This is an optimization exercise on Yosys and OpenROAD, whose aim is small area, not a production implementation. Only simulation tests tie the RTL to the original design; equivalence was not proved. No activity file was given, so power comes from the tool's default toggle rates.

$ cat flow/config.mk
export PLATFORM = sky130hd
export DESIGN_NAME = spec_top
export DESIGN_NICKNAME = spec_top
export VERILOG_FILES = /design/flow/design.v
export SDC_FILE = /design/flow/constraint.sdc
export NUM_CORES = 4
export LEC_CHECK = 0
export CAP_MARGIN = 20
export CORE_MARGIN = 2
export CORE_UTILIZATION = 70
export CTS_BUF_LIST = sky130_fd_sc_hd__clkbuf_8
export CTS_CLUSTER_DIAMETER = 60
export CTS_CLUSTER_SIZE = 18
export PLACE_DENSITY = 0.8
export SLEW_MARGIN = 20
$ cat flow/design.v
package fft_stream_pkg;
	typedef struct packed {
		logic                      valid;
		logic                      sop;    
		logic                      eop;    
		logic [10-1:0] addr;   
	} sink_frame_t;
	typedef struct packed {
		logic                             valid;
		logic                             sop;   
		logic                             eop;
		logic signed [10-1:0] re;
		logic signed [10-1:0] im;
	} spec_bin_t;
endpackage
package spectrum_pkg;
	typedef struct packed {
		logic                      valid;
		logic [10-1:0] bin;
		logic [20-1:0]  power;
		logic                      last;   
	} power_sample_t;
	typedef struct packed {
		logic [10-1:0] bin;
		logic [20-1:0]  power;
	} peak_t;
	typedef struct packed {
		peak_t a;
		peak_t b;
	} tone_pair_t;
	typedef struct packed {
		logic [10-1:0] bin;
		logic [20-1:0]  power;
		logic [10-1:0]    amp;
	} tone_t;
	typedef struct packed {
		tone_t a;
		tone_t b;
	} tone_report_t;
endpackage
module frame_sequencer (
	input  logic                        sys_clk,
	input  logic                        sys_rst,
	input  logic                        adc_flag,
	output fft_stream_pkg::sink_frame_t frame
);
	localparam int ADDR_W = 10;
	logic              run;    
	logic [ADDR_W-1:0] addr;   
	always_ff @(posedge sys_clk or negedge sys_rst)
	begin
		if (!sys_rst)
		begin
			run  <= 1'b0;
			addr <= '0;
		end
		else
		begin
			addr <= addr + ADDR_W'(run);
			if (run)
				run <= ~&addr;  
			else
				run <= adc_flag;  
		end
	end
	assign frame = {run, run & ~|addr, run & &addr, addr};
endmodule
module bin_power (
	input  logic                          sys_clk,
	input  logic                          sys_rst,
	input  fft_stream_pkg::spec_bin_t     spec,
	output spectrum_pkg::power_sample_t   sample
);
	localparam int BIN_W = 10;
	localparam int POW_W = 20;
	localparam logic [BIN_W-1:0] LAST_BIN = BIN_W'(511);
	logic                      first_q;   
	logic [BIN_W-1:0]          bin_cur;
	logic [POW_W-1:0]          power_cur;
	logic                      valid_q;
	logic [BIN_W-1:0]          bin_q;
	logic [POW_W-1:0]          power_q;
	assign bin_cur = (spec.sop | first_q) ? '0 : bin_q + 1'b1;
	power_sq i_power_sq (
		.re (spec.re),
		.im (spec.im),
		.p  (power_cur)
	);
	always_ff @(posedge sys_clk or negedge sys_rst)
	begin
		if (!sys_rst)
		begin
			first_q <= 1'b1;
			valid_q <= 1'b0;
		end
		else
		begin
			valid_q <= spec.valid;
			if (spec.valid)
				first_q <= 1'b0;
		end
	end
	always_ff @(posedge sys_clk)
	begin
		if (spec.valid)
			bin_q <= bin_cur;
		power_q <= power_cur;  
	end
	assign sample = {valid_q, bin_q, power_q, valid_q && bin_q == LAST_BIN};
endmodule
module power_sq (
	input  logic [9:0]  re,
	input  logic [9:0]  im,
	output logic [19:0] p
);
	logic c109, c111, c113, c115, c117, c119, c121, c123, c125, c127, c129, c131, c133, c135, c137, c139, c141, c143, c145, c147, c149, c151, c153, c155, c157, c159, c161, c163, c165, c167, c169, c171, c173, c175, c177, c179, c181, c183, c185, c187, c189, c191, c193, c195, c197, c199, c201, c203, c205, c207, c209, c211, c213, c215, c217, c219, c221, c223, c225, c227, c229, c231, c233, c235, c237, c239, c241, c243, c245, c247, c249, c251, c253, c255, c257, c259, c261, c263, c265, c267, c269, c271, c273, c275, c277, c279, c281, c283, c285, c287, c289, c291, c293, c295, c297, c299, c301, c303, c305, c307, c309, c311, s108, s110, s112, s114, s116, s118, s120, s122, s124, s126, s128, s130, s132, s134, s136, s138, s140, s142, s144, s146, s148, s150, s152, s154, s156, s158, s160, s162, s164, s166, s168, s170, s172, s174, s176, s178, s180, s182, s184, s186, s188, s190, s192, s194, s196, s198, s200, s202, s204, s206, s208, s210, s212, s214, s216, s218, s220, s222, s224, s226, s228, s230, s232, s234, s236, s238, s240, s242, s244, s246, s248, s250, s252, s254, s256, s258, s260, s262, s264, s266, s268, s270, s272, s274, s276, s278, s280, s282, s284, s286, s288, s290, s292, s294, s296, s298, s300, s302, s304, s306, s308, s310, t1, t2, t3, t4, t5, t6, t7, t8, t9, t10, t11, t12, t13, t14, t15, t16, t17, t18, t19, t20, t21, t22, t23, t24, t25, t26, t27, t28, t29, t30, t31, t32, t33, t34, t35, t36, t37, t38, t39, t40, t41, t42, t43, t44, t45, t46, t47, t48, t49, t50, t51, t52, t53, t54, t55, t56, t57, t58, t59, t60, t61, t62, t63, t64, t65, t66, t67, t68, t69, t70, t71, t72, t73, t74, t75, t76, t77, t78, t79, t80, t81, t82, t83, t84, t85, t86, t87, t88, t89, t90, t91, t92, t93, t94, t95, t96, t97, t98, t99, t100, t101, t102, t103, t104, t105, t106, t107;
	assign t1 = re[1] & ~re[0];
	assign t2 = re[1] & re[0];
	assign t3 = re[2] & ~re[1];
	assign t4 = re[2] & re[1];
	assign t5 = re[3] & ~re[2];
	assign t6 = re[3] & re[2];
	assign t7 = re[4] & ~re[3];
	assign t8 = re[4] & re[3];
	assign t9 = re[5] & ~re[4];
	assign t10 = re[5] & re[4];
	assign t11 = re[6] & ~re[5];
	assign t12 = re[6] & re[5];
	assign t13 = re[7] & ~re[6];
	assign t14 = re[7] & re[6];
	assign t15 = re[8] & ~re[7];
	assign t16 = re[8] & re[7];
	assign t17 = re[0] & re[2];
	assign t18 = re[0] & re[3];
	assign t19 = re[0] & re[4];
	assign t20 = re[0] & re[5];
	assign t21 = re[0] & re[6];
	assign t22 = re[0] & re[7];
	assign t23 = re[0] & re[8];
	assign t24 = re[1] & re[3];
	assign t25 = re[1] & re[4];
	assign t26 = re[1] & re[5];
	assign t27 = re[1] & re[6];
	assign t28 = re[1] & re[7];
	assign t29 = re[1] & re[8];
	assign t30 = re[2] & re[4];
	assign t31 = re[2] & re[5];
	assign t32 = re[2] & re[6];
	assign t33 = re[2] & re[7];
	assign t34 = re[2] & re[8];
	assign t35 = re[3] & re[5];
	assign t36 = re[3] & re[6];
	assign t37 = re[3] & re[7];
	assign t38 = re[3] & re[8];
	assign t39 = re[4] & re[6];
	assign t40 = re[4] & re[7];
	assign t41 = re[4] & re[8];
	assign t42 = re[5] & re[7];
	assign t43 = re[5] & re[8];
	assign t44 = re[6] & re[8];
	assign t45 = ~(re[0] & re[9]);
	assign t46 = ~(re[1] & re[9]);
	assign t47 = ~(re[2] & re[9]);
	assign t48 = ~(re[3] & re[9]);
	assign t49 = ~(re[4] & re[9]);
	assign t50 = ~(re[5] & re[9]);
	assign t51 = ~(re[6] & re[9]);
	assign t52 = ~(re[7] & re[9]);
	assign t53 = ~(re[8] & re[9]);
	assign t54 = im[1] & ~im[0];
	assign t55 = im[1] & im[0];
	assign t56 = im[2] & ~im[1];
	assign t57 = im[2] & im[1];
	assign t58 = im[3] & ~im[2];
	assign t59 = im[3] & im[2];
	assign t60 = im[4] & ~im[3];
	assign t61 = im[4] & im[3];
	assign t62 = im[5] & ~im[4];
	assign t63 = im[5] & im[4];
	assign t64 = im[6] & ~im[5];
	assign t65 = im[6] & im[5];
	assign t66 = im[7] & ~im[6];
	assign t67 = im[7] & im[6];
	assign t68 = im[8] & ~im[7];
	assign t69 = im[8] & im[7];
	assign t70 = im[0] & im[2];
	assign t71 = im[0] & im[3];
	assign t72 = im[0] & im[4];
	assign t73 = im[0] & im[5];
	assign t74 = im[0] & im[6];
	assign t75 = im[0] & im[7];
	assign t76 = im[0] & im[8];
	assign t77 = im[1] & im[3];
	assign t78 = im[1] & im[4];
	assign t79 = im[1] & im[5];
	assign t80 = im[1] & im[6];
	assign t81 = im[1] & im[7];
	assign t82 = im[1] & im[8];
	assign t83 = im[2] & im[4];
	assign t84 = im[2] & im[5];
	assign t85 = im[2] & im[6];
	assign t86 = im[2] & im[7];
	assign t87 = im[2] & im[8];
	assign t88 = im[3] & im[5];
	assign t89 = im[3] & im[6];
	assign t90 = im[3] & im[7];
	assign t91 = im[3] & im[8];
	assign t92 = im[4] & im[6];
	assign t93 = im[4] & im[7];
	assign t94 = im[4] & im[8];
	assign t95 = im[5] & im[7];
	assign t96 = im[5] & im[8];
	assign t97 = im[6] & im[8];
	assign t98 = ~(im[0] & im[9]);
	assign t99 = ~(im[1] & im[9]);
	assign t100 = ~(im[2] & im[9]);
	assign t101 = ~(im[3] & im[9]);
	assign t102 = ~(im[4] & im[9]);
	assign t103 = ~(im[5] & im[9]);
	assign t104 = ~(im[6] & im[9]);
	assign t105 = ~(im[7] & im[9]);
	assign t106 = ~(im[8] & im[9]);
	assign t107 = ~t10;
	assign s108 = t8 ^ t23;
	assign c109 = t8 & t23;
	assign s110 = t9 ^ t29 ^ t33;
	assign c111 = (t9 & t29) | (t9 & t33) | (t29 & t33);
	assign s112 = t34 ^ t37 ^ t39;
	assign c113 = (t34 & t37) | (t34 & t39) | (t37 & t39);
	assign s114 = t11 ^ t38;
	assign c115 = t11 & t38;
	assign s116 = t6 ^ t21 ^ t26;
	assign c117 = (t6 & t21) | (t6 & t26) | (t21 & t26);
	assign s118 = t7 ^ t22 ^ t27;
	assign c119 = (t7 & t22) | (t7 & t27) | (t22 & t27);
	assign s120 = t31 ^ t60;
	assign c121 = t31 & t60;
	assign s122 = t28 ^ t32 ^ t35;
	assign c123 = (t28 & t32) | (t28 & t35) | (t32 & t35);
	assign s124 = t61 ^ t76 ^ t81;
	assign c125 = (t61 & t76) | (t61 & t81) | (t76 & t81);
	assign s126 = t85 ^ t88;
	assign c127 = t85 & t88;
	assign s128 = t36 ^ t45 ^ t62;
	assign c129 = (t36 & t45) | (t36 & t62) | (t45 & t62);
	assign s130 = t82 ^ t86 ^ t89;
	assign c131 = (t82 & t86) | (t82 & t89) | (t86 & t89);
	assign s132 = t98 ^ c109 ^ s110;
	assign c133 = (t98 & c109) | (t98 & s110) | (c109 & s110);
	assign s134 = t46 ^ t63 ^ t87;
	assign c135 = (t46 & t63) | (t46 & t87) | (t63 & t87);
	assign s136 = t90 ^ t92 ^ t99;
	assign c137 = (t90 & t92) | (t90 & t99) | (t92 & t99);
	assign s138 = t107 ^ c111 ^ s112;
	assign c139 = (t107 & c111) | (t107 & s112) | (c111 & s112);
	assign s140 = t40 ^ t47 ^ t64;
	assign c141 = (t40 & t47) | (t40 & t64) | (t47 & t64);
	assign s142 = t91 ^ t93 ^ t100;
	assign c143 = (t91 & t93) | (t91 & t100) | (t93 & t100);
	assign s144 = t10 ^ c113 ^ s114;
	assign c145 = (t10 & c113) | (t10 & s114) | (c113 & s114);
	assign s146 = t12 ^ t41 ^ t42;
	assign c147 = (t12 & t41) | (t12 & t42) | (t41 & t42);
	assign s148 = t48 ^ t65 ^ t94;
	assign c149 = (t48 & t65) | (t48 & t94) | (t65 & t94);
	assign s150 = t95 ^ t101 ^ c115;
	assign c151 = (t95 & t101) | (t95 & c115) | (t101 & c115);
	assign s152 = t13 ^ t43 ^ t49;
	assign c153 = (t13 & t43) | (t13 & t49) | (t43 & t49);
	assign s154 = t66 ^ t96;
	assign c155 = t66 & t96;
	assign s156 = t14 ^ t44 ^ t50;
	assign c157 = (t14 & t44) | (t14 & t50) | (t44 & t50);
	assign s158 = t4 ^ t19 ^ t24;
	assign c159 = (t4 & t19) | (t4 & t24) | (t19 & t24);
	assign s160 = t5 ^ t20 ^ t25;
	assign c161 = (t5 & t20) | (t5 & t25) | (t20 & t25);
	assign s162 = t58 ^ t73;
	assign c163 = t58 & t73;
	assign s164 = t30 ^ t59 ^ t74;
	assign c165 = (t30 & t59) | (t30 & t74) | (t59 & t74);
	assign s166 = t79 ^ t83 ^ s116;
	assign c167 = (t79 & t83) | (t79 & s116) | (t83 & s116);
	assign s168 = t75 ^ t80 ^ t84;
	assign c169 = (t75 & t80) | (t75 & t84) | (t80 & t84);
	assign s170 = c117 ^ s118 ^ s120;
	assign c171 = (c117 & s118) | (c117 & s120) | (s118 & s120);
	assign s172 = s108 ^ c119 ^ c121;
	assign c173 = (s108 & c119) | (s108 & c121) | (c119 & c121);
	assign s174 = s122 ^ s124 ^ s126;
	assign c175 = (s122 & s124) | (s122 & s126) | (s124 & s126);
	assign s176 = c123 ^ c125 ^ c127;
	assign c177 = (c123 & c125) | (c123 & c127) | (c125 & c127);
	assign s178 = s128 ^ s130 ^ s132;
	assign c179 = (s128 & s130) | (s128 & s132) | (s130 & s132);
	assign s180 = c129 ^ c131 ^ c133;
	assign c181 = (c129 & c131) | (c129 & c133) | (c131 & c133);
	assign s182 = s134 ^ s136 ^ s138;
	assign c183 = (s134 & s136) | (s134 & s138) | (s136 & s138);
	assign s184 = c135 ^ c137 ^ c139;
	assign c185 = (c135 & c137) | (c135 & c139) | (c137 & c139);
	assign s186 = s140 ^ s142 ^ s144;
	assign c187 = (s140 & s142) | (s140 & s144) | (s142 & s144);
	assign s188 = c141 ^ c143 ^ c145;
	assign c189 = (c141 & c143) | (c141 & c145) | (c143 & c145);
	assign s190 = s146 ^ s148 ^ s150;
	assign c191 = (s146 & s148) | (s146 & s150) | (s148 & s150);
	assign s192 = t102 ^ c147 ^ c149;
	assign c193 = (t102 & c147) | (t102 & c149) | (c147 & c149);
	assign s194 = c151 ^ s152 ^ s154;
	assign c195 = (c151 & s152) | (c151 & s154) | (s152 & s154);
	assign s196 = t67 ^ t97 ^ t103;
	assign c197 = (t67 & t97) | (t67 & t103) | (t97 & t103);
	assign s198 = c153 ^ c155 ^ s156;
	assign c199 = (c153 & c155) | (c153 & s156) | (c155 & s156);
	assign s200 = t15 ^ t51 ^ t68;
	assign c201 = (t15 & t51) | (t15 & t68) | (t51 & t68);
	assign s202 = t104 ^ c157;
	assign c203 = t104 & c157;
	assign s204 = t16 ^ t52 ^ t69;
	assign c205 = (t16 & t52) | (t16 & t69) | (t52 & t69);
	assign s206 = re[9] ^ t53;
	assign c207 = re[9] & t53;
	assign s208 = t2 ^ t17;
	assign c209 = t2 & t17;
	assign s210 = t3 ^ t18 ^ t56;
	assign c211 = (t3 & t18) | (t3 & t56) | (t18 & t56);
	assign s212 = t57 ^ t72 ^ t77;
	assign c213 = (t57 & t72) | (t57 & t77) | (t72 & t77);
	assign s214 = t78 ^ c159 ^ s160;
	assign c215 = (t78 & c159) | (t78 & s160) | (c159 & s160);
	assign s216 = c161 ^ c163 ^ s164;
	assign c217 = (c161 & c163) | (c161 & s164) | (c163 & s164);
	assign s218 = c165 ^ c167 ^ s168;
	assign c219 = (c165 & c167) | (c165 & s168) | (c167 & s168);
	assign s220 = c169 ^ c171 ^ s172;
	assign c221 = (c169 & c171) | (c169 & s172) | (c171 & s172);
	assign s222 = c173 ^ c175 ^ s176;
	assign c223 = (c173 & c175) | (c173 & s176) | (c175 & s176);
	assign s224 = c177 ^ c179 ^ s180;
	assign c225 = (c177 & c179) | (c177 & s180) | (c179 & s180);
	assign s226 = c181 ^ c183 ^ s184;
	assign c227 = (c181 & c183) | (c181 & s184) | (c183 & s184);
	assign s228 = c185 ^ c187 ^ s188;
	assign c229 = (c185 & c187) | (c185 & s188) | (c187 & s188);
	assign s230 = c189 ^ c191 ^ s192;
	assign c231 = (c189 & c191) | (c189 & s192) | (c191 & s192);
	assign s232 = c193 ^ c195 ^ s196;
	assign c233 = (c193 & c195) | (c193 & s196) | (c195 & s196);
	assign s234 = c197 ^ c199 ^ s200;
	assign c235 = (c197 & c199) | (c197 & s200) | (c199 & s200);
	assign s236 = t105 ^ c201 ^ c203;
	assign c237 = (t105 & c201) | (t105 & c203) | (c201 & c203);
	assign s238 = im[9] ^ t106 ^ c205;
	assign c239 = (im[9] & t106) | (im[9] & c205) | (t106 & c205);
	assign s240 = t55 ^ t70;
	assign c241 = t55 & t70;
	assign s242 = t71 ^ c209 ^ s210;
	assign c243 = (t71 & c209) | (t71 & s210) | (c209 & s210);
	assign s244 = s158 ^ c211 ^ s212;
	assign c245 = (s158 & c211) | (s158 & s212) | (c211 & s212);
	assign s246 = s162 ^ c213 ^ s214;
	assign c247 = (s162 & c213) | (s162 & s214) | (c213 & s214);
	assign s248 = s166 ^ c215 ^ s216;
	assign c249 = (s166 & c215) | (s166 & s216) | (c215 & s216);
	assign s250 = s170 ^ c217 ^ s218;
	assign c251 = (s170 & c217) | (s170 & s218) | (c217 & s218);
	assign s252 = s174 ^ c219 ^ s220;
	assign c253 = (s174 & c219) | (s174 & s220) | (c219 & s220);
	assign s254 = s178 ^ c221 ^ s222;
	assign c255 = (s178 & c221) | (s178 & s222) | (c221 & s222);
	assign s256 = s182 ^ c223 ^ s224;
	assign c257 = (s182 & c223) | (s182 & s224) | (c223 & s224);
	assign s258 = s186 ^ c225 ^ s226;
	assign c259 = (s186 & c225) | (s186 & s226) | (c225 & s226);
	assign s260 = s190 ^ c227 ^ s228;
	assign c261 = (s190 & c227) | (s190 & s228) | (c227 & s228);
	assign s262 = s194 ^ c229 ^ s230;
	assign c263 = (s194 & c229) | (s194 & s230) | (c229 & s230);
	assign s264 = s198 ^ c231 ^ s232;
	assign c265 = (s198 & c231) | (s198 & s232) | (c231 & s232);
	assign s266 = s202 ^ c233 ^ s234;
	assign c267 = (s202 & c233) | (s202 & s234) | (c233 & s234);
	assign s268 = s204 ^ c235 ^ s236;
	assign c269 = (s204 & c235) | (s204 & s236) | (c235 & s236);
	assign s270 = s206 ^ c237 ^ s238;
	assign c271 = (s206 & c237) | (s206 & s238) | (c237 & s238);
	assign s272 = c207 ^ c239;
	assign c273 = c207 & c239;
	assign s274 = re[0] ^ im[0];
	assign c275 = re[0] & im[0];
	assign s276 = t1 ^ t54;
	assign c277 = t1 & t54;
	assign s278 = s208 ^ s240 ^ c277;
	assign c279 = (s208 & s240) | (s208 & c277) | (s240 & c277);
	assign s280 = c241 ^ s242 ^ c279;
	assign c281 = (c241 & s242) | (c241 & c279) | (s242 & c279);
	assign s282 = c243 ^ s244 ^ c281;
	assign c283 = (c243 & s244) | (c243 & c281) | (s244 & c281);
	assign s284 = c245 ^ s246 ^ c283;
	assign c285 = (c245 & s246) | (c245 & c283) | (s246 & c283);
	assign s286 = c247 ^ s248 ^ c285;
	assign c287 = (c247 & s248) | (c247 & c285) | (s248 & c285);
	assign s288 = c249 ^ s250 ^ c287;
	assign c289 = (c249 & s250) | (c249 & c287) | (s250 & c287);
	assign s290 = c251 ^ s252 ^ c289;
	assign c291 = (c251 & s252) | (c251 & c289) | (s252 & c289);
	assign s292 = c253 ^ s254 ^ c291;
	assign c293 = (c253 & s254) | (c253 & c291) | (s254 & c291);
	assign s294 = c255 ^ s256 ^ c293;
	assign c295 = (c255 & s256) | (c255 & c293) | (s256 & c293);
	assign s296 = c257 ^ s258 ^ c295;
	assign c297 = (c257 & s258) | (c257 & c295) | (s258 & c295);
	assign s298 = c259 ^ s260 ^ c297;
	assign c299 = (c259 & s260) | (c259 & c297) | (s260 & c297);
	assign s300 = c261 ^ s262 ^ c299;
	assign c301 = (c261 & s262) | (c261 & c299) | (s262 & c299);
	assign s302 = c263 ^ s264 ^ c301;
	assign c303 = (c263 & s264) | (c263 & c301) | (s264 & c301);
	assign s304 = c265 ^ s266 ^ c303;
	assign c305 = (c265 & s266) | (c265 & c303) | (s266 & c303);
	assign s306 = c267 ^ s268 ^ c305;
	assign c307 = (c267 & s268) | (c267 & c305) | (s268 & c305);
	assign s308 = c269 ^ s270 ^ c307;
	assign c309 = (c269 & s270) | (c269 & c307) | (s270 & c307);
	assign s310 = c271 ^ s272 ^ c309;
	assign c311 = (c271 & s272) | (c271 & c309) | (s272 & c309);
	assign p[0] = s274;
	assign p[1] = c275;
	assign p[2] = s276;
	assign p[3] = s278;
	assign p[4] = s280;
	assign p[5] = s282;
	assign p[6] = s284;
	assign p[7] = s286;
	assign p[8] = s288;
	assign p[9] = s290;
	assign p[10] = s292;
	assign p[11] = s294;
	assign p[12] = s296;
	assign p[13] = s298;
	assign p[14] = s300;
	assign p[15] = s302;
	assign p[16] = s304;
	assign p[17] = s306;
	assign p[18] = s308;
	assign p[19] = s310;
endmodule
module peak_pair_tracker (
	input  logic                        sys_clk,
	input  logic                        sys_rst,
	input  spectrum_pkg::power_sample_t sample,
	output spectrum_pkg::tone_pair_t    pair,
	output logic                        pair_valid
);
	localparam int BIN_W = 10;
	localparam logic [BIN_W-1:0] FIRST_BIN = BIN_W'(1);
	spectrum_pkg::peak_t lo;
	spectrum_pkg::peak_t hi;
	logic                best_hi;
	logic                in_range;
	logic                start;
	logic                gt_lo;
	logic                gt_hi;
	logic                gt_best;
	assign in_range = sample.valid && !sample.bin[BIN_W-1] && (sample.bin != '0);
	assign start    = sample.bin == FIRST_BIN;
	always_comb
	begin
		gt_lo = 1'b0;
		gt_hi = 1'b0;
		for (int i = 0; i < 20; i++)
		begin
			gt_lo = (sample.power[i] & ~lo.power[i]) | ((sample.power[i] | ~lo.power[i]) & gt_lo);
			gt_hi = (sample.power[i] & ~hi.power[i]) | ((sample.power[i] | ~hi.power[i]) & gt_hi);
		end
	end
	assign gt_best  = best_hi ? gt_hi : gt_lo;
	always_ff @(posedge sys_clk)
	begin
		if (in_range && (start || gt_lo || gt_hi))
		begin
			hi      <= {1'b0, sample.bin[BIN_W-2:0], sample.power};  
			best_hi <= start || gt_best;
			if (start)
				lo <= '0;
			else if (best_hi)
				lo <= hi;
		end
	end
	assign pair = {lo, hi};
	always_ff @(posedge sys_clk or negedge sys_rst)
	begin
		if (!sys_rst)
			pair_valid <= 1'b0;
		else
			pair_valid <= sample.last;  
	end
endmodule
module isqrt (
	input  logic [10:0]   rem,     
	input  logic [1:0]             bits,    
	input  logic [10-1:0] root,    
	output logic [10:0]   rem_nxt,
	output logic                   root_bit
);
	localparam int W = 10 + 3;
	logic [W-1:0] rem_shift;
	logic [W-1:0] trial;
	logic [W-1:0] diff;
	logic         borrow;
	assign rem_shift = {rem, bits};
	assign trial     = {1'b0, root, 2'b01};  
	always_comb
	begin
		borrow = 1'b0;
		for (int i = 0; i < W; i++)
		begin
			diff[i] = rem_shift[i] ^ trial[i] ^ borrow;
			borrow  = (~rem_shift[i] & trial[i]) | (~(rem_shift[i] ^ trial[i]) & borrow);
		end
	end
	assign root_bit = !borrow;
	assign rem_nxt  = root_bit ? diff[10:0] : rem_shift[10:0];
endmodule
module peak_reporter (
	input  logic                       sys_clk,
	input  logic                       sys_rst,
	input  spectrum_pkg::tone_pair_t   pair,
	input  logic                       pair_valid,
	output spectrum_pkg::tone_report_t report,
	output logic                       update_flag
);
	localparam int POW_W = 20;
	localparam int AMP_W = 10;
	localparam int BIN_W = 10;
	localparam logic [3:0] LAST_STEP = 4'(AMP_W - 1);
	logic [2*POW_W-1:0] pow_q;     
	logic [2*POW_W-1:0] pow_nxt;
	logic [BIN_W-2:0]   bin_a_q;   
	logic [BIN_W-2:0]   bin_b_q;
	logic [AMP_W:0]     rem_q;
	logic [2*AMP_W-1:0] root_q;    
	logic [2*AMP_W-1:0] root_nxt;
	logic [3:0]         step_q;    
	logic               tone_b_q;
	logic               busy_q;
	logic [AMP_W:0]     rem_nxt;
	logic               root_bit;
	logic [AMP_W-1:0]   root_mask;
	logic               tone_end;
	logic               fin;
	always_comb
		for (int i = 0; i < AMP_W; i++)
			root_mask[i] = step_q > 4'(i);
	isqrt i_isqrt (
		.rem      (rem_q),
		.bits     (pow_q[2*POW_W-1 -: 2]),
		.root     (root_q[AMP_W-1:0] & root_mask),
		.rem_nxt  (rem_nxt),
		.root_bit (root_bit)
	);
	assign pow_nxt  = {pow_q[2*POW_W-3:0], pow_q[2*POW_W-1 -: 2]};
	assign root_nxt = {root_q[2*AMP_W-2:0], root_bit};
	assign tone_end = step_q == LAST_STEP;
	assign fin      = busy_q && tone_b_q && tone_end;
	always_ff @(posedge sys_clk)
	begin
		pow_q  <= pair_valid ? {pair.a.power, pair.b.power} : pow_nxt;
		rem_q  <= (pair_valid || tone_end) ? '0 : rem_nxt;
		root_q <= root_nxt;
		if (pair_valid)
		begin
			step_q   <= '0;
			tone_b_q <= 1'b0;
		end
		else
		begin
			step_q <= tone_end ? '0 : step_q + 1'b1;
			if (tone_end)
				tone_b_q <= !tone_b_q;
		end
		if (pair_valid)
		begin
			bin_a_q <= pair.a.bin[BIN_W-2:0];
			bin_b_q <= pair.b.bin[BIN_W-2:0];
		end
	end
	always_ff @(posedge sys_clk or negedge sys_rst)
	begin
		if (!sys_rst)
		begin
			busy_q      <= 1'b0;
			report      <= '0;
			update_flag <= 1'b0;
		end
		else
		begin
			update_flag <= fin;
			if (pair_valid)
				busy_q <= 1'b1;
			else if (fin)
				busy_q <= 1'b0;
			if (fin)
			begin
				report.a <= {1'b0, bin_a_q, pow_nxt[2*POW_W-1 -: POW_W], root_nxt[2*AMP_W-1 -: AMP_W]};
				report.b <= {1'b0, bin_b_q, pow_nxt[POW_W-1:0], root_nxt[AMP_W-1:0]};
			end
		end
	end
endmodule
module spec_top (
	input  logic                             sys_clk,
	input  logic                             sys_rst,
	input  logic                             adc_flag,
	input  logic                             spec_valid,
	input  logic                             spec_sop,
	input  logic                             spec_eop,
	input  logic signed [10-1:0] spec_re,
	input  logic signed [10-1:0] spec_im,
	output logic [10-1:0]        sample_addr,
	output logic                             sink_valid,
	output logic                             sink_sop,
	output logic                             sink_eop,
	output logic                             power_valid,
	output logic [10-1:0]        power_bin,
	output logic [20-1:0]         power,
	output logic                             update_flag,
	output logic [10-1:0]        bin_a,
	output logic [10-1:0]        bin_b,
	output logic [20-1:0]         power_a,
	output logic [20-1:0]         power_b,
	output logic [10-1:0]           amp_a,
	output logic [10-1:0]           amp_b
);
	fft_stream_pkg::sink_frame_t  frame;
	fft_stream_pkg::spec_bin_t    spec;
	spectrum_pkg::power_sample_t  sample;
	spectrum_pkg::tone_pair_t     pair;
	logic                         pair_valid;
	spectrum_pkg::tone_report_t   report;
	assign spec = {spec_valid, spec_sop, spec_eop, spec_re, spec_im};
	frame_sequencer i_frame_sequencer (
		.sys_clk  (sys_clk),
		.sys_rst  (sys_rst),
		.adc_flag (adc_flag),
		.frame    (frame)
	);
	bin_power i_bin_power (
		.sys_clk (sys_clk),
		.sys_rst (sys_rst),
		.spec    (spec),
		.sample  (sample)
	);
	peak_pair_tracker i_peak_pair_tracker (
		.sys_clk    (sys_clk),
		.sys_rst    (sys_rst),
		.sample     (sample),
		.pair       (pair),
		.pair_valid (pair_valid)
	);
	peak_reporter i_peak_reporter (
		.sys_clk     (sys_clk),
		.sys_rst     (sys_rst),
		.pair        (pair),
		.pair_valid  (pair_valid),
		.report      (report),
		.update_flag (update_flag)
	);
	assign sample_addr = frame.addr;
	assign sink_valid  = frame.valid;
	assign sink_sop    = frame.sop;
	assign sink_eop    = frame.eop;
	assign power_valid = sample.valid;  
	assign power_bin   = sample.bin;
	assign power       = sample.power;
	assign bin_a   = report.a.bin;
	assign bin_b   = report.b.bin;
	assign power_a = report.a.power;
	assign power_b = report.b.power;
	assign amp_a   = report.a.amp;
	assign amp_b   = report.b.amp;
endmodule
$ cat flow/flow/polarity.py
#!/usr/bin/env python3
"""Polarity clean-up of a flat Yosys netlist of sky130hd cells.

Full adders and majority gates are self-dual: complementing every input
complements the outputs. Some gates come in pairs that differ only in the
polarity of their output (and2/nand2, or2/nor2, xor2/xnor2, ...). This picks,
for each such cell, the form that needs the least area in cells plus inverters,
then rewrites the netlist: every inverter whose output is not a port is removed,
and one inverter is added for each net that still needs its complement.
usage: polarity.py IN.v OUT.v
"""
import random
import re
import sys

PFX = 'sky130_fd_sc_hd__'
src = open(sys.argv[1]).read()
mods = re.findall(r'\bmodule\b.*?\bendmodule\b', src, re.S)
assert len(mods) == 1, 'expects one flat module'
mod = mods[0]

cell_re = re.compile(r'(\s*)(' + PFX + r'\w+)\s+(\S+)\s*\((.*?)\);', re.S)
pin_re = re.compile(r'\.(\w+)\(\s*(.*?)\s*\)(?=\s*,|\s*$)', re.S)

cells = []
for m in cell_re.finditer(mod):
    pins = {p: n.strip() for p, n in pin_re.findall(m.group(4))}
    cells.append([m.group(2)[len(PFX):], m.group(3), pins, m.span()])

OUT_PINS = {'X', 'Y', 'Q', 'Q_N', 'SUM', 'COUT', 'HI', 'LO'}
INV_AREA = 3.7536
# self-dual cells: (inputs, outputs)
SELF_DUAL = {'fa_1': (('A', 'B', 'CIN'), ('SUM', 'COUT')),
             'maj3_1': (('A', 'B', 'C'), ('X',))}
# output-polarity pairs: type -> (other type, out pin, other out pin, area, other area)
PAIRS = {}
def pair(a, pa, aa, b, pb, ab):
    PAIRS[a] = (b, pa, pb, aa, ab)
    PAIRS[b] = (a, pb, pa, ab, aa)
pair('and2_1', 'X', 6.256, 'nand2_1', 'Y', 3.7536)
pair('or2_1', 'X', 6.256, 'nor2_1', 'Y', 3.7536)
pair('xor2_1', 'X', 8.7584, 'xnor2_1', 'Y', 8.7584)
pair('and3_1', 'X', 6.256, 'nand3_1', 'Y', 5.0048)
pair('or3_1', 'X', 6.256, 'nor3_1', 'Y', 5.0048)
pair('and4_1', 'X', 8.7584, 'nand4_1', 'Y', 6.256)
pair('or4_1', 'X', 7.5072, 'nor4_1', 'Y', 6.256)
pair('a21o_1', 'X', 7.5072, 'a21oi_1', 'Y', 5.0048)
pair('a211o_1', 'X', 8.7584, 'a211oi_1', 'Y', 7.5072)
pair('a22o_1', 'X', 8.7584, 'a22oi_1', 'Y', 7.5072)
pair('a31o_1', 'X', 8.7584, 'a31oi_1', 'Y', 6.256)
pair('a221o_1', 'X', 10.0096, 'a221oi_1', 'Y', 8.7584)
pair('a32o_1', 'X', 10.0096, 'a32oi_1', 'Y', 8.7584)
pair('a311o_1', 'X', 10.0096, 'a311oi_1', 'Y', 8.7584)
pair('a41o_1', 'X', 10.0096, 'a41oi_1', 'Y', 8.7584)
pair('a2111o_1', 'X', 11.2608, 'a2111oi_0', 'Y', 8.7584)
pair('a21bo_1', 'X', 10.0096, 'a21boi_0', 'Y', 7.5072)
pair('o21a_1', 'X', 7.5072, 'o21ai_0', 'Y', 5.0048)
pair('o211a_1', 'X', 10.0096, 'o211ai_1', 'Y', 7.5072)
pair('o22a_1', 'X', 8.7584, 'o22ai_1', 'Y', 6.256)
pair('o31a_1', 'X', 8.7584, 'o31ai_1', 'Y', 7.5072)
pair('o221a_1', 'X', 11.2608, 'o221ai_1', 'Y', 8.7584)
pair('o311a_1', 'X', 10.0096, 'o311ai_0', 'Y', 8.7584)
pair('o21ba_1', 'X', 10.0096, 'o21bai_1', 'Y', 7.5072)
pair('mux2_1', 'X', 11.2608, 'mux2i_1', 'Y', 10.0096)
pair('and2b_1', 'X', 7.5072, 'nand2b_1', 'Y', 6.256)
pair('or2b_1', 'X', 7.5072, 'nor2b_1', 'Y', 6.256)
pair('and3b_1', 'X', 8.7584, 'nand3b_1', 'Y', 7.5072)
pair('or3b_1', 'X', 8.7584, 'nor3b_1', 'Y', 7.5072)
pair('and4b_1', 'X', 10.0096, 'nand4b_1', 'Y', 8.7584)
pair('or4b_1', 'X', 10.0096, 'nor4b_1', 'Y', 8.7584)
pair('xor3_1', 'X', 23.7728, 'xnor3_1', 'X', 22.5216)

ports_out = set()
for m in re.finditer(r'\boutput\s+(?:wire\s+)?(\[[^\]]*\]\s*)?([^;]+);', mod):
    for nm in m.group(2).split(','):
        ports_out.add(nm.strip())
def is_port_net(n):
    return n in ports_out or re.sub(r'\s*\[\d+\]$', '', n) in ports_out

driver = {}
for i, c in enumerate(cells):
    for p, n in c[2].items():
        if p in OUT_PINS:
            driver[n] = (i, p)

def is_inv(c):
    return c[0] in ('inv_1', 'inv_2', 'clkinv_1')
removable = {i for i, c in enumerate(cells) if is_inv(c) and not is_port_net(c[2]['Y'])}

def literal(n):
    par = 0
    while n in driver and driver[n][0] in removable:
        n = cells[driver[n][0]][2]['A']
        par ^= 1
    return n, par

# variables: self-dual cells and pair cells whose outputs are not ports
var = {}
for i, c in enumerate(cells):
    if c[0] in SELF_DUAL or c[0] in PAIRS:
        outs = [n for p, n in c[2].items() if p in OUT_PINS]
        if not any(is_port_net(n) for n in outs):
            var[i] = 0

cons = []
for i, c in enumerate(cells):
    if i in removable:
        continue
    for p, n in c[2].items():
        if p in OUT_PINS or n == '' or re.match(r"^\d+'[bh]", n):
            continue
        b, par = literal(n)
        sd = c[0] in SELF_DUAL and i in var and p in SELF_DUAL[c[0]][0]
        d = driver.get(b)
        cons.append((i, p, b, par, sd, d[0] if d and d[0] in var else None))

by_var = {}
for k, (i, p, b, par, sd, dv) in enumerate(cons):
    if sd:
        by_var.setdefault(i, []).append(k)
    if dv is not None:
        by_var.setdefault(dv, []).append(k)

def need_bit(k, x):
    i, p, b, par, sd, dv = cons[k]
    return par ^ (x[dv] if dv is not None else 0) ^ (x[i] if sd else 0)

def gate_area(i, x):
    t = cells[i][0]
    if t in PAIRS:
        return PAIRS[t][4] if x[i] else PAIRS[t][3]
    return 0.0

def total(x):
    need = {}
    for k in range(len(cons)):
        if need_bit(k, x):
            need[cons[k][2]] = 1
    return len(need) * INV_AREA + sum(gate_area(i, x) for i in var)

# incremental: count of complement users per base net
def build(x):
    cnt = {}
    for k in range(len(cons)):
        if need_bit(k, x):
            b = cons[k][2]
            cnt[b] = cnt.get(b, 0) + 1
    return cnt

def delta(v, x, cnt):
    # area change if v flips
    d = 0.0
    t = cells[v][0]
    if t in PAIRS:
        d += (PAIRS[t][3] - PAIRS[t][4]) if x[v] else (PAIRS[t][4] - PAIRS[t][3])
    ch = {}
    for k in by_var.get(v, []):
        b = cons[k][2]
        ch[b] = ch.get(b, 0) + (-1 if need_bit(k, x) else 1)
    for b, dd in ch.items():
        before = cnt.get(b, 0) > 0
        after = cnt.get(b, 0) + dd > 0
        d += (after - before) * INV_AREA
    return d, ch

def apply(v, x, cnt, ch):
    x[v] ^= 1
    for b, dd in ch.items():
        cnt[b] = cnt.get(b, 0) + dd

def descend(x):
    cnt = build(x)
    vs = list(var)
    improved = True
    while improved:
        improved = False
        random.shuffle(vs)
        for v in vs:
            d, ch = delta(v, x, cnt)
            if d < -1e-9:
                apply(v, x, cnt, ch)
                improved = True
    return x

random.seed(7)
x = dict(var)
start = total(x)
x = descend(x)
best, bx = total(x), dict(x)
for rnd in range(60):
    y = dict(bx)
    for v in random.sample(list(var), max(1, len(var) // 12)):
        y[v] ^= 1
    y = descend(y)
    ty = total(y)
    if ty < best - 1e-9:
        best, bx = ty, dict(y)
x = bx
cnt = build(x)
need = sorted(b for b, c in cnt.items() if c > 0)
sys.stderr.write(f'polarity: {len(removable)} inverters removed, {len(need)} added; '
                 f'{sum(x.values())} of {len(var)} cells flipped; area {start:.1f} -> {best:.1f}\n')

def esc(n):
    return n + ' ' if n.startswith('\\') else n

inv_name = {b: f'_polinv_{k}_' for k, b in enumerate(need)}
newpins = {}
for k, (i, p, b, par, sd, dv) in enumerate(cons):
    newpins[(i, p)] = inv_name[b] if need_bit(k, x) else b

out = []
pos = 0
for i, c in enumerate(cells):
    a, e = c[3]
    out.append(mod[pos:a])
    pos = e
    if i in removable:
        continue
    typ, name, pins = c[0], c[1], c[2]
    plist = []
    for p, n in pins.items():
        q = p
        if i in var and x[i] and typ in PAIRS and p == PAIRS[typ][1]:
            q = PAIRS[typ][2]
        plist.append(f'    .{q}({esc(newpins.get((i, p), n))})')
    if i in var and x[i] and typ in PAIRS:
        typ = PAIRS[typ][0]
    out.append('\n  ' + PFX + typ + ' ' + name + ' (\n' + ',\n'.join(plist) + '\n  );')
out.append(mod[pos:])
body = ''.join(out)
decl = ''.join(f'  wire {w};\n' for w in inv_name.values())
body = body.replace(');', ');\n' + decl, 1)
body = body.replace('endmodule', ''.join(
    f'  {PFX}inv_1 _polinv_cell_{k}_ (\n    .A({esc(b)}),\n    .Y({inv_name[b]})\n  );\n'
    for k, b in enumerate(need)) + 'endmodule')
open(sys.argv[2], 'w').write(src.replace(mod, body))
$ cat flow/standard.sh
#!/bin/bash
# synth_recipe.tcl (not shown) runs the flow's synth.tcl, then flattens the netlist and writes it again
# the make line also repeats each setting of config.mk as NAME=value (left out here)
make -C /OpenROAD-flow-scripts/flow DESIGN_CONFIG=/design/flow/config.mk WORK_HOME=/design/flow/orfs CLKGATE_MAP_FILE= SYNTH_SCRIPT=/design/flow/synth_recipe.tcl "${@:-finish}"
$ cat flow/constraint.sdc
create_clock -name core_clock -period 10.0 [get_ports {sys_clk}]
set_input_delay 2.0000 -clock core_clock [delete_from_list [all_inputs] [get_ports {sys_clk}]]
set_output_delay 2.0000 -clock core_clock [all_outputs]
set_load 0.01 [all_outputs]
$ cat flow/flow/run.sh
#!/bin/bash
# The standard layout with two changes: after the standard synthesis, flow/polarity.py
# removes inverters around the full adders and polarity-paired gates (registers are
# untouched), and the port buffers are made of the smallest buffer cell.
set -euo pipefail
R=orfs/results/sky130hd/spec_top/base
bash standard.sh synth > synth.log 2>&1
cp $R/1_2_yosys.v $R/1_2_yosys.standard.v
python3 flow/polarity.py $R/1_2_yosys.standard.v $R/1_2_yosys.v > polarity.log 2>&1
rm -f $R/1_synth.odb $R/1_synth.sdc
bash standard.sh BUFFER_PORTS_ARGS="-buffer_cell sky130_fd_sc_hd__buf_1" finish > standard.log 2>&1
==> results.toml, run 1 <==
[setup_path]
rr_endpoint = "i_peak_reporter.rem_q[4]$_SDFF_PP0_"
r2r_slack_ps = 4750
reg2reg_from = "i_peak_reporter.step_q[0]$_SDFF_PP0_"
criticalPathCategory = "input port to register"
path_max_fanout = 2
cp_data_required_time_ps = 10460
crit_path_end_kind = "register"
cp-start-kind = "input port"
ff2ff_path_depth = 18
critPathArrivalTime_ps = 9850

[sta]
clock.fmax_mhz = 106.4
tightest_slew_ps = 815.4
finalSetupViolCount = 0
slew_headroom_pct = 45.64
timing.final.hold_violations = 0
setup_tns_ps = 0
report.final.slew_viol_count = 0
rsz0062_at_grt = "no"
min_period_ps = 9397
skew_ps = 27.43
fin_crit_sh_pct = 93.97

[die]
dieHeight_um = 141.6
initial_core_util_pct = 71.14
io_pins = 151
die_w_um = 141.6
row_count = 50
core_sq_um = 18640
die-area_sq_um = 20060

[hold_path]
hold_end = "i_peak_reporter.root_q[16]$_DFF_P_"
hold_path.class = "register to register"
min_from = "i_peak_reporter.root_q[15]$_DFF_P_"
hold_depth = 0

[clocking]
cts-resized-gates = 0
clk_pin_slew_worst_paths_ps = 110
cts_tree = "yes"
cts.sinks = 276
numCtsBuffers = 19
postCtsHoldBufs = 0
post_cts_buffers = 0
cts-root-buf = "clkbuf_8"
clockBufferDepth = 3
h-tree-depth = 1
clock_latency_ps = 530

[final_layout]
layout_commonest_cell = "nand2_1"
drive_above_1_share_pct = 7.410
layout.nets = 1415
fill_cells = 1308
layout_common_cells = "nand2_1, buf_1, fa_1"
fin_cells = 1516
areaGrowthSynthToFinish_pct = 6.925
diodes = 0

[drt]
dr_total_vias = 8352
wl_mm = 25.68
routedWlPerCell_um = 16.94
antenna_left = 0
drc_errors = 0
drt_first_iter_violations = 601
drtPass1Iterations = 6
route.detailed.vias_per_inst = 5.509

[placement]
placed_cells = 1483
io_buffers = 147
dp_hpwl_mm = 19.11
gp_congestion = 0.8543

[grt]
grt_pass1_vias = 8471
antenna_found_initial = 0
grt_first_pass_wirelength_mm = 42.37
overflow = 0
grt_use_total_pct = 26.56
grt_max_degree = 82

[pwr]
vdd_ir_drop_max_uv = 102.3
p_leak_nw = 6.297
p_per_area_nw_per_um2 = 216.8

[yosys]
synth.cell_area_sq_um = 13260
netlist_instances = 1160
syn_avg_cell_area_sq_um = 11.43
yosys_warnings = 5

[status]
outcome = "no timing/DRC/antenna violations"

[flow_run]
maxCapViolCount = 0
cell type report:
class,instances,area [sq um],share of cell area (%)
flip-flops and latches,276,6869,48.44
multi-input cells,753,5772,40.70
repair buffers,166,718.2,5.064
well taps,234,292.8,2.065
clock buffers,19,261.5,1.844
inverters,55,206.4,1.456
clock inverters,13,61.31,0.4323
through the flow:
| step | utilization (%) | cell area [sq um] | total power, mW | hold WS [ps] | setup WS, ps |
|---|---|---|---|---|---|
| floorplan | - | 13270 | 2.321 | 330.6 | 504.5 |
| global placement | 74.19 | 13830 | 2.512 | 334.7 | 225.5 |
| detailed placement | 74.19 | 13830 | 2.599 | 336.3 | 56.67 |
| CTS | 75.92 | 14150 | 3.106 | 337.0 | 641.0 |
| global route | 76.07 | 14180 | 3.301 | 348.3 | 341.7 |
| finish | 76.07 | 14180 | 3.074 | 336.0 | 602.9 |
power breakdown:
part / internal [mW] / switching (mW) / leakage, nW
combinational: 0.449 / 0.566 / 3.20
sequential: 1.38 / 0.164 / 2.88
clock: 0.182 / 0.332 / 0.207
total: 2.01 / 1.06 / 6.30
worst max path at each step:
stage                    start                               to  slack (ps)
floorplan           spec_re[3]  i_bin_power.power_q[19]$_DFF_P_         500
global placement    spec_re[1]  i_bin_power.power_q[19]$_DFF_P_         230
detailed placement  spec_re[1]  i_bin_power.power_q[19]$_DFF_P_          60
CTS                 spec_re[1]  i_bin_power.power_q[19]$_DFF_P_         640
global route        spec_re[1]  i_bin_power.power_q[19]$_DFF_P_         340
finish              spec_re[1]  i_bin_power.power_q[19]$_DFF_P_         600
state kept, by name, summed over array words and instances (netlist names):
| signal | flops |
|---|---|
| i_peak_reporter.report | 78 |
| i_peak_reporter.pow_q | 40 |
| i_peak_pair_tracker.hi | 29 |
| i_peak_pair_tracker.lo | 29 |
| i_bin_power.power_q | 20 |
| i_peak_reporter.root_q | 19 |
| i_peak_reporter.rem_q | 11 |
| i_bin_power.bin_q | 10 |
| i_frame_sequencer.addr | 10 |
| i_peak_reporter.bin_a_q | 9 |
| i_peak_reporter.bin_b_q | 9 |
| i_peak_reporter.step_q | 4 |
| i_bin_power.first_q | 1 |
| i_bin_power.valid_q | 1 |
| i_frame_sequencer.run | 1 |
| i_peak_pair_tracker.best_hi | 1 |
| i_peak_pair_tracker.pair_valid | 1 |
| i_peak_reporter.busy_q | 1 |
| i_peak_reporter.tone_b_q | 1 |
| i_peak_reporter.update_flag | 1 |
metal layers:
metal	vias to the layer above	part of all wire (%)	GRT usage, %
met3	43	5.2	4.286
met1	4148	44	36.96
met4	0	1.8	5.789
li1	3957	-	-
met5	-	0	0
met2	204	49	45.02
critical path, stage by stage:
cell and delay [ps]:
buf_1 80, and2b_1 190, fa_1 570, fa_1 450
fa_1 430, fa_1 400, fa_1 410, fa_1 430
fa_1 400, fa_1 400, fa_1 400, fa_1 400
fa_1 400, fa_1 390, fa_1 410, fa_1 410
fa_1 400, fa_1 400, fa_1 390, xnor2_1 200
xnor2_1 150, xnor2_1 130
==> run 2, diff against run 1 <==
==> flow/flow/run.sh (replaced) <==
#!/bin/bash
# The standard layout with two changes:
# - after the standard synthesis, the combinational logic between the registers is
#   cleaned up: flow/polarity.py removes inverters around the full adders and
#   polarity-paired gates, and flow/resyn.tcl re-maps the rest with ABC for area.
#   Registers (cells and names), full and half adders are kept as they are.
# - the port buffers are made of the smallest buffer cell.
set -euo pipefail
R=orfs/results/sky130hd/spec_top/base
LIB=$FLOW_HOME/platforms/sky130hd/lib/sky130_fd_sc_hd__tt_025C_1v80.lib
YOSYS=yosys
[[ -x $FLOW_HOME/../tools/install/yosys/bin/yosys ]] && YOSYS=$FLOW_HOME/../tools/install/yosys/bin/yosys
bash standard.sh synth > synth.log 2>&1
cp $R/1_2_yosys.v $R/1_2_yosys.standard.v
python3 flow/polarity.py $R/1_2_yosys.standard.v $R/1_2_yosys.pol1.v > polarity1.log 2>&1
LIB=$LIB IN_V=$R/1_2_yosys.pol1.v OUT_V=$R/1_2_yosys.resyn.v TOP=$FLOW_TOP STAT=resyn_stat.txt \
  $YOSYS -c flow/resyn.tcl > resyn.log 2>&1
python3 flow/polarity.py $R/1_2_yosys.resyn.v $R/1_2_yosys.v > polarity2.log 2>&1
rm -f $R/1_synth.odb $R/1_synth.sdc
bash standard.sh BUFFER_PORTS_ARGS="-buffer_cell sky130_fd_sc_hd__buf_1" finish > standard.log 2>&1
==> flow/flow/resyn.tcl (new file) <==
# Re-map the combinational logic of the polarity-cleaned netlist for area.
# Registers, full/half adders and tie cells are kept as they are (black boxes),
# so every register keeps its cell and name.
yosys -import
set lib $::env(LIB)
read_liberty -ignore_miss_func $lib
read_verilog $::env(IN_V)
hierarchy -top $::env(TOP)
blackbox sky130_fd_sc_hd__df* sky130_fd_sc_hd__edf* sky130_fd_sc_hd__fa_* sky130_fd_sc_hd__ha_* sky130_fd_sc_hd__conb_*
flatten
opt_clean
abc -liberty $lib -dont_use *probe* -dont_use *lpflow* -dont_use *clkdly* -dont_use *dlygate* -dont_use *dlymetal* -script "+strash;dch;map,-a;mfs2;strash;dch;map,-a;mfs2;strash;dch;map,-a"
opt_clean -purge
setundef -zero
splitnets
opt_clean -purge
hilomap -singleton -hicell sky130_fd_sc_hd__conb_1 HI -locell sky130_fd_sc_hd__conb_1 LO
insbuf -buf sky130_fd_sc_hd__buf_4 A X
opt_clean -purge
check
tee -o $::env(STAT) stat -liberty $lib
write_verilog -noattr -noexpr -nohex -nodec $::env(OUT_V)
==> results.toml, run 2 <==
[final_layout]
diodes = 0
regMostFlops = "i_peak_reporter.report"
layout_common_cells = "nor2_1, nand2_1, inv_1"
areaGrowthSynthToFinish_pct = 3.495
postLayoutCellArea_sq_um = 13750
layout.nets = 1491
reg_top3 = "i_peak_reporter.report (78), i_peak_reporter.pow_q (40)"
regArea_sq_um = 6869
multi_input_area_sq_um = 4952
drive_above_1_share_pct = 3.821
layout_commonest_cell = "nor2_1"
largest_reg_flops = 78
fill_cells = 1375

[drt]
topRoutingLayerUsed = "met4"
drc_errors = 0
antenna_left = 0
dr_total_vias = 8569
wl_mm = 25.12
route.detailed.vias_per_inst = 5.372
wl_met3_mm = 1.328
drtPass1Iterations = 6
drt_first_iter_violations = 645
met1Wirelength_mm = 10.89
routedWlPerCell_um = 15.75
dr_wl_met2_mm = 12.21

[die]
dieHeight_um = 141.8
die_w_um = 141.8
die-area_sq_um = 20090
initial_core_util_pct = 71.26
core_sq_um = 18640
io_pins = 151
row_count = 50

[pwr]
vdd_ir_drop_max_uv = 153.2
p_per_area_nw_per_um2 = 223.7
p_leak_nw = 6.474

[setup_path]
max_stage_delay_ps = 580
cp_cell_sequence = "buf_1 > nor2_1 > fa_1 > fa_1 > fa_1 > fa_1 > fa_1 > fa_1 > fa_1 > fa_1 > fa_1 > fa_1 > fa_1 > fa_1 > fa_1 > fa_1 > fa_1 > fa_1 > fa_1 > xnor2_1 > xor2_1 > xor2_1"
crit_buf_inv = 1
crit_start = "spec_re[1]"
cp_data_required_time_ps = 10470
critPathArrivalTime_ps = 9690
reg2reg_from = "i_peak_reporter.root_q[6]$_DFF_P_"
cp_common_cell = "fa_1"
criticalPathCategory = "input port to register"
path_max_fanout = 3
cp-start-kind = "input port"
cp_slowest_cell = "fa_1"
crit_path_end_kind = "register"
crit_family = "adder cells"

[sta]
fin_crit_sh_pct = 92.23
slew_headroom_pct = 34.14
rsz0062_at_grt = "no"
skew_ps = 27.17
setup_tns_ps = 0
report.final.slew_viol_count = 0
tightest_slew_ps = 985.6
min_period_ps = 9223
timing.final.hold_violations = 0
finalSetupViolCount = 0
clock.fmax_mhz = 108.4

[clocking]
h-tree-depth = 1
post_cts_buffers = 0
cts-resized-gates = 0
numCtsBuffers = 20
clockBufferDepth = 3
postCtsHoldBufs = 0
cts-root-buf = "clkbuf_8"
cts.sinks = 276
clk_pin_slew_worst_paths_ps = 110
cts_tree = "yes"
clock_latency_ps = 550

[status]
outcome = "no timing/DRC/antenna violations"

[hold_path]
hold_path.class = "register to register"
min_from = "i_peak_reporter.root_q[9]$_DFF_P_"

[yosys]
syn_avg_cell_area_sq_um = 10.36
synth.cell_area_sq_um = 13280
yosys_warnings = 5
netlist_instances = 1282

[flow_run]
maxCapViolCount = 0

[placement]
io_buffers = 147
dp_hpwl_mm = 18.89
post_dp_cell_area_sq_um = 13360
gp_congestion = 0.9598

[grt]
grt_first_pass_wirelength_mm = 41.06
grt_pass1_vias = 8474
grt_use_total_pct = 25.88
grt_max_degree = 87
overflow = 0
antenna_found_initial = 0
==> run 2: where the power goes <==
group	switching, mW	internal [mW]
Clock	0.355	0.222
Sequential	0.140	1.38
Combinational	0.579	0.396
==> run 2: path summary, 6_finish.rpt <==
check / end / slack, ps / cells after the start
min in group asynchronous: i_peak_reporter.report[46]$_DFFE_PN0P_ / 1420 / 1
max: i_bin_power.power_q[19]$_DFF_P_ / 780 / 22
max in group asynchronous: i_peak_reporter.report[29]$_DFFE_PN0P_ / 7410 / 2
min reg2reg: i_peak_reporter.root_q[10]$_DFF_P_ / 350 / 0
max reg2reg: i_bin_power.power_q[19]$_DFF_P_ / 4100 / 16
min: i_peak_reporter.root_q[10]$_DFF_P_ / 350 / 0
==> run 2: cell type report <==
type / count / area share (%)
Tap cell: 234 / 2.130
Clock inverter: 16 / 0.7918
Clock buffer: 20 / 2.002
Timing Repair Buffer: 162 / 4.860
Inverter: 155 / 4.232
Multi-Input combinational cell: 732 / 36.02
Sequential cell: 276 / 49.96
==> run 2: stage by stage <==
| step | utilization [%] | instances | total power, mW | setup slack (ps) | hold slack, ps |
|---|---|---|---|---|---|
| floorplan | - | 1283 | 2.291 | 514.7 | 330.8 |
| global placement | 71.68 | 1559 | 2.465 | 246.8 | 333.5 |
| detailed placement | 71.68 | 1559 | 2.540 | 183.6 | 335.7 |
| CTS | 73.75 | 1595 | 3.104 | 743.0 | 352.6 |
| global route | 73.75 | 1595 | 3.299 | 443.7 | 359.2 |
| finish | 73.75 | 1595 | 3.076 | 776.6 | 351.0 |
==> run 2: routing by layer <==
layer	vias up	GRT usage (%)
li1	4106	-
met1	4146	35.83
met2	275	43.74
met3	42	2.936
met4	0	8.105
met5	-	0
==> run 3, diff against run 2 <==
--- a/flow/flow/polarity.py
+++ b/flow/flow/polarity.py
@@ -204,7 +204,10 @@
 def esc(n):
     return n + ' ' if n.startswith('\\') else n
 
-inv_name = {b: f'_polinv_{k}_' for k, b in enumerate(need)}
+tag = 0
+while f'_polinv{tag}_' in src:
+    tag += 1
+inv_name = {b: f'_polinv{tag}_{k}_' for k, b in enumerate(need)}
 newpins = {}
 for k, (i, p, b, par, sd, dv) in enumerate(cons):
     newpins[(i, p)] = inv_name[b] if need_bit(k, x) else b
@@ -232,6 +235,6 @@
 decl = ''.join(f'  wire {w};\n' for w in inv_name.values())
 body = body.replace(');', ');\n' + decl, 1)
 body = body.replace('endmodule', ''.join(
-    f'  {PFX}inv_1 _polinv_cell_{k}_ (\n    .A({esc(b)}),\n    .Y({inv_name[b]})\n  );\n'
+    f'  {PFX}inv_1 _polinv{tag}_cell_{k}_ (\n    .A({esc(b)}),\n    .Y({inv_name[b]})\n  );\n'
     for k, b in enumerate(need)) + 'endmodule')
 open(sys.argv[2], 'w').write(src.replace(mod, body))
==> results.toml, run 3 <==
[pwr]
p_leak_nw = 6.478
clkPwrFrac_pct = 17.8
combPwrFrac_pct = 31.4
seqPwrFrac_pct = 50.8
p_sw_mw = 1.042
internal_power_mw = 1.965
p_per_area_nw_per_um2 = 218.9
swShare_pct = 34.65
vdd_ir_drop_max_uv = 120.6

[yosys]
yosys_warnings = 5
syn_avg_cell_area_sq_um = 10.36
synth.cell_area_sq_um = 13290
netlist_instances = 1283

[die]
io_pins = 151
core_sq_um = 18640
die-area_sq_um = 20100
die_w_um = 141.8
dieHeight_um = 141.8
initial_core_util_pct = 71.28
row_count = 50

[setup_path]
path_max_fanout = 3
cp_common_cell = "fa_1"
max_stage_delay_ps = 490
criticalPathCategory = "input port to register"
cp_data_required_time_ps = 10460
cp_cell_sequence = "buf_1 > inv_1 > nor2_1 > fa_1 > fa_1 > fa_1 > fa_1 > fa_1 > fa_1 > fa_1 > fa_1 > fa_1 > fa_1 > fa_1 > fa_1 > fa_1 > fa_1 > fa_1 > fa_1 > fa_1 > xnor2_1 > xor2_1 > xor2_1"
critPathArrivalTime_ps = 9880
crit_family = "adder cells"
cp_slowest_cell = "fa_1"
crit_path_end_kind = "register"
crit_buf_inv = 2
cp-start-kind = "input port"

[sta]
setup_tns_ps = 0
fin_crit_sh_pct = 94.16
slew_headroom_pct = 36.63
clock.fmax_mhz = 106.2
skew_ps = 22.73
finalSetupViolCount = 0
tightest_slew_ps = 950.5
report.final.slew_viol_count = 0
hold_slack_ps = 353.6
rsz0062_at_grt = "no"
timing.final.hold_violations = 0
min_period_ps = 9416

[drt]
drc_errors = 0
drt_first_iter_violations = 645
route.detailed.vias_per_inst = 5.371
dr_total_vias = 8577
antenna_left = 0
wl_mm = 25.55
routedWlPerCell_um = 16.00
drtPass1Iterations = 5

[final_layout]
diodes = 0
fill_cells = 1333
drive_above_1_share_pct = 3.742
areaGrowthSynthToFinish_pct = 3.380
layout_common_cells = "nor2_1, nand2_1, inv_1"
largest_reg_flops = 78
layout.nets = 1495
multi_input_area_sq_um = 4956
reg_top3 = "i_peak_reporter.report (78), i_peak_reporter.pow_q (40)"
regMostFlops = "i_peak_reporter.report"
regArea_sq_um = 6869
layout_commonest_cell = "nor2_1"

[grt]
grt_max_degree = 101
antenna_found_initial = 0
grt_first_pass_wirelength_mm = 41.88
grt_use_total_pct = 26.31
grt_pass1_vias = 8534
overflow = 0

[placement]
gp_congestion = 0.9909
io_buffers = 147
dp_hpwl_mm = 19.32

[hold_path]
hold_path.class = "register to register"

[clocking]
clockBufferDepth = 3
clk_pin_slew_worst_paths_ps = 110
numCtsBuffers = 19
postCtsHoldBufs = 0
h-tree-depth = 1
clock_latency_ps = 530
cts-root-buf = "clkbuf_8"
post_cts_buffers = 0
cts-resized-gates = 0
cts_tree = "yes"
cts.sinks = 276

[flow_run]
maxCapViolCount = 0

[status]
outcome = "no timing/DRC/antenna violations"
-- run 3: power groups by stage --
stage	sequential, mW	combinational, mW	clock [mW]
2_1_floorplan	1.50	0.765	0
3_3_place_gp	1.54	0.898	0
3_5_place_dp	1.55	0.961	0
4_1_cts	1.53	0.963	0.545
5_1_grt	1.55	1.11	0.584
6_report	1.53	0.945	0.534
-- run 3: stage by stage --
stage                     util (%)  worst slack [ps]  cell area, sq um  instances  power, mW
after floorplan                  -             514.7             13290       1284      2.266
after global placement       71.87             123.5             13400       1564      2.438
after CTS                    73.68             548.1             13740       1597      3.033
final                        73.68             583.5             13740       1597      3.006
after detailed placement     71.87             3.770             13400       1564      2.510
after global routing         73.68             312.1             13740       1597      3.243
-- run 3: final cells by class --
cell class,instances,share of cell area (%)
Multi-Input combinational cell,733,36.08
Clock buffer,21,2.104
Tap cell,234,2.131
Clock inverter,12,0.3643
Sequential cell,276,50.00
Inverter,155,4.235
Timing Repair Buffer,166,5.082
-- run 3: metal layers --
metal	up-vias	routed length, um	global-route usage (%)
li1	4122	-	-
met1	4124	10790	36.31
met4	0	301	4.421
met5	-	0	0
met2	307	12490	44.97
met3	24	1963	4.995
-- run 3: worst paths after layout --
check	start	end	slack, ps	cells after the start
max in group asynchronous	sys_rst	i_peak_pair_tracker.pair_valid$_DFF_PN0_	7360	2
hold / removal	i_peak_reporter.root_q[15]$_DFF_P_	i_peak_reporter.root_q[16]$_DFF_P_	350	0
setup reg to reg	i_peak_reporter.step_q[1]$_SDFF_PP0_	i_peak_reporter.rem_q[6]$_SDFF_PP0_	4890	19
hold reg to reg	i_peak_reporter.root_q[15]$_DFF_P_	i_peak_reporter.root_q[16]$_DFF_P_	350	0
min in group asynchronous	sys_rst	i_peak_reporter.report[10]$_DFFE_PN0P_	1400	1
setup / recovery	spec_im[2]	i_bin_power.power_q[19]$_DFF_P_	580	23
-- run 3: worst reg2reg max path, delay by kind of cell, from the launching register on --
family                   cells  cell delay (ps)
AO/OA/AOI/OAI                3              430
flip-flops                   1              360
adder cells (fa/ha/maj)     10             3380
AND/OR/NAND/NOR              3              300
buffers and inverters        3              580
==> run 4, diff against run 3 <==
--- a/flow/config.mk
+++ b/flow/config.mk
@@ -5,11 +5,11 @@
 export SDC_FILE = /design/flow/constraint.sdc
 export NUM_CORES = 4
 export LEC_CHECK = 0
-export CAP_MARGIN = 20
+export CAP_MARGIN = 5
 export CORE_MARGIN = 2
 export CORE_UTILIZATION = 70
 export CTS_BUF_LIST = sky130_fd_sc_hd__clkbuf_8
 export CTS_CLUSTER_DIAMETER = 60
 export CTS_CLUSTER_SIZE = 18
 export PLACE_DENSITY = 0.8
-export SLEW_MARGIN = 20
+export SLEW_MARGIN = 5
==> results.toml, run 4 <==
[grt]
grt_pass1_vias = 8534
grt_use_total_pct = 26.31
grt_first_pass_wirelength_mm = 41.88
grt_max_degree = 101
antenna_found_initial = 0
overflow = 0

[final_layout]
layout_commonest_cell = "nor2_1"
areaGrowthSynthToFinish_pct = 3.380
diodes = 0
reg_top3 = "i_peak_reporter.report (78), i_peak_reporter.pow_q (40)"
drive_above_1_share_pct = 3.742
layout.nets = 1495
largest_reg_flops = 78
fin_cells = 1597
fill_cells = 1333
regMostFlops = "i_peak_reporter.report"
layout_common_cells = "nor2_1, nand2_1, inv_1"

[die]
core_sq_um = 18640
io_pins = 151
die-area_sq_um = 20100
row_count = 50
dieHeight_um = 141.8
die_w_um = 141.8
initial_core_util_pct = 71.28

[sta]
tightest_slew_ps = 950.5
timing.final.hold_violations = 0
min_period_ps = 9416
rsz0062_at_grt = "no"
finalSetupViolCount = 0
report.final.slew_viol_count = 0
slew_headroom_pct = 36.63
setup_tns_ps = 0
skew_ps = 22.73
clock.fmax_mhz = 106.2
fin_crit_sh_pct = 94.16

[yosys]
yosys_warnings = 5
netlist_instances = 1283
synth.cell_area_sq_um = 13290
syn_avg_cell_area_sq_um = 10.36

[setup_path]
criticalPathCategory = "input port to register"
rr_endpoint = "i_peak_reporter.rem_q[6]$_SDFF_PP0_"
reg2reg_from = "i_peak_reporter.step_q[1]$_SDFF_PP0_"
crit_end = "i_bin_power.power_q[19]$_DFF_P_"
path_max_fanout = 3
cp_data_required_time_ps = 10460
ff2ff_path_depth = 19
crit_start = "spec_im[2]"
cp-start-kind = "input port"
crit_path_end_kind = "register"
critPathArrivalTime_ps = 9880
r2r_slack_ps = 4890

[hold_path]
hold_path.class = "register to register"

[placement]
dp_hpwl_mm = 19.32
gp_congestion = 0.9909
io_buffers = 147
placed_cells = 1564

[clocking]
post_cts_buffers = 0
h-tree-depth = 1
clock_latency_ps = 530
postCtsHoldBufs = 0
cts_tree = "yes"
cts.sinks = 276
cts-resized-gates = 0
numCtsBuffers = 19
clk_pin_slew_worst_paths_ps = 110
clockBufferDepth = 3
cts-root-buf = "clkbuf_8"

[drt]
dr_total_vias = 8577
wl_met3_mm = 1.963
routedWlPerCell_um = 16.00
met1Wirelength_mm = 10.79
drc_errors = 0
route.detailed.vias_per_inst = 5.371
drtPass1Iterations = 5
antenna_left = 0
wl_mm = 25.55
dr_wl_met2_mm = 12.49
drt_first_iter_violations = 645
topRoutingLayerUsed = "met4"

[pwr]
clkPwrFrac_pct = 17.8
swShare_pct = 34.65
vdd_ir_drop_max_uv = 120.6
power_mw = 3.006
internal_power_mw = 1.965
seqPwrFrac_pct = 50.8
p_leak_nw = 6.478
p_sw_mw = 1.042
p_per_area_nw_per_um2 = 218.9
combPwrFrac_pct = 31.4

[status]
outcome = "no timing/DRC/antenna violations"

[flow_run]
maxCapViolCount = 0
[run 4: power by group through the flow]
stage	registers [mW]	logic (mW)	clock network, mW
after global routing	1.55	1.11	0.584
after CTS	1.53	0.963	0.545
after global placement	1.54	0.898	0
after floorplan	1.50	0.765	0
after detailed placement	1.55	0.961	0
final	1.53	0.945	0.534
[run 4: how the worst min path moves through the flow]
| stage | from | end | slack [ps] | cells past startpoint |
|---|---|---|---|---|
| 5_1_grt | i_peak_reporter.root_q[7]$_DFF_P_ | i_peak_reporter.root_q[8]$_DFF_P_ | 370 | 0 |
| 2_1_floorplan | i_peak_reporter.root_q[9]$_DFF_P_ | i_peak_reporter.root_q[10]$_DFF_P_ | 330 | 0 |
| 6_report | i_peak_reporter.root_q[15]$_DFF_P_ | i_peak_reporter.root_q[16]$_DFF_P_ | 350 | 0 |
| 3_3_place_gp | i_peak_reporter.root_q[6]$_DFF_P_ | i_peak_reporter.root_q[7]$_DFF_P_ | 330 | 0 |
| 3_5_place_dp | i_peak_reporter.root_q[6]$_DFF_P_ | i_peak_reporter.root_q[7]$_DFF_P_ | 340 | 0 |
| 4_1_cts | i_peak_reporter.root_q[15]$_DFF_P_ | i_peak_reporter.root_q[16]$_DFF_P_ | 360 | 0 |
[run 4: critical path, stage by stage]
cell and delay, ps:
buf_1 170, inv_1 80, nor2_1 120, fa_1 450, fa_1 490, fa_1 430
fa_1 390, fa_1 430, fa_1 410, fa_1 410, fa_1 400, fa_1 410
fa_1 390, fa_1 390, fa_1 390, fa_1 400, fa_1 400, fa_1 400
fa_1 410, fa_1 390, xnor2_1 180, xor2_1 180, xor2_1 150
[run 4: per-layer routing]
metal,track usage [%],vias to the layer above
li1,-,4122
met1,36.31,4124
met2,44.97,307
met3,4.995,24
met4,4.421,0
met5,0,-
[run 4: cell type report]
cell class | instances | area [sq um] | share of cell area, %
Clock buffer | 21 | 289.0 | 2.104
Clock inverter | 12 | 50.05 | 0.3643
Inverter | 155 | 581.8 | 4.235
Multi-Input combinational cell | 733 | 4956 | 36.08
Sequential cell | 276 | 6869 | 50.00
Tap cell | 234 | 292.8 | 2.131
Timing Repair Buffer | 166 | 698.2 | 5.082
[run 4: metrics by stage]
stage | area (sq um) | hold slack (ps) | setup slack [ps] | util (%)
2_1_floorplan | 13290 | 330.8 | 514.7 | -
3_3_place_gp | 13400 | 333.3 | 123.5 | 71.87
3_5_place_dp | 13400 | 336.9 | 3.770 | 71.87
4_1_cts | 13740 | 355.6 | 548.1 | 73.68
5_1_grt | 13740 | 365.7 | 312.1 | 73.68
6_report | 13740 | 353.6 | 583.5 | 73.68

## port drivers added, routing unchanged
In the flow no input, the clock included, has a driving cell. The finished layouts below were timed again as built, in two steps.
Step 1, drivers: a clkbuf_16 drives sys_clk and a buf_2 each remaining input, both assumed.
Step 2 times the ports against the registers' clock, not the clock port: input delays grow and output delays shrink by t, the midpoint of the rising clock arrivals with the driver on.
Three values: ideal ports, drivers, drivers and shift; two values: the first two.
run	t, ns	setup WS [ns]	worst register clock-pin slew, ns
run 1	0.556	0.603 / 0.621 / 0.065	0.11 / 0.11
run 2	0.581	0.777 / 0.794 / 0.214	0.12 / 0.12
run 3	0.560	0.584 / 0.602 / 0.042	0.12 / 0.12
run 4	0.560	0.584 / 0.602 / 0.042	0.12 / 0.12
After both steps setup and hold are still met in every run listed. For run 2, which loses most, drivers alone change the setup slack by +0.017 ns; drivers and shift together by -0.563 ns.
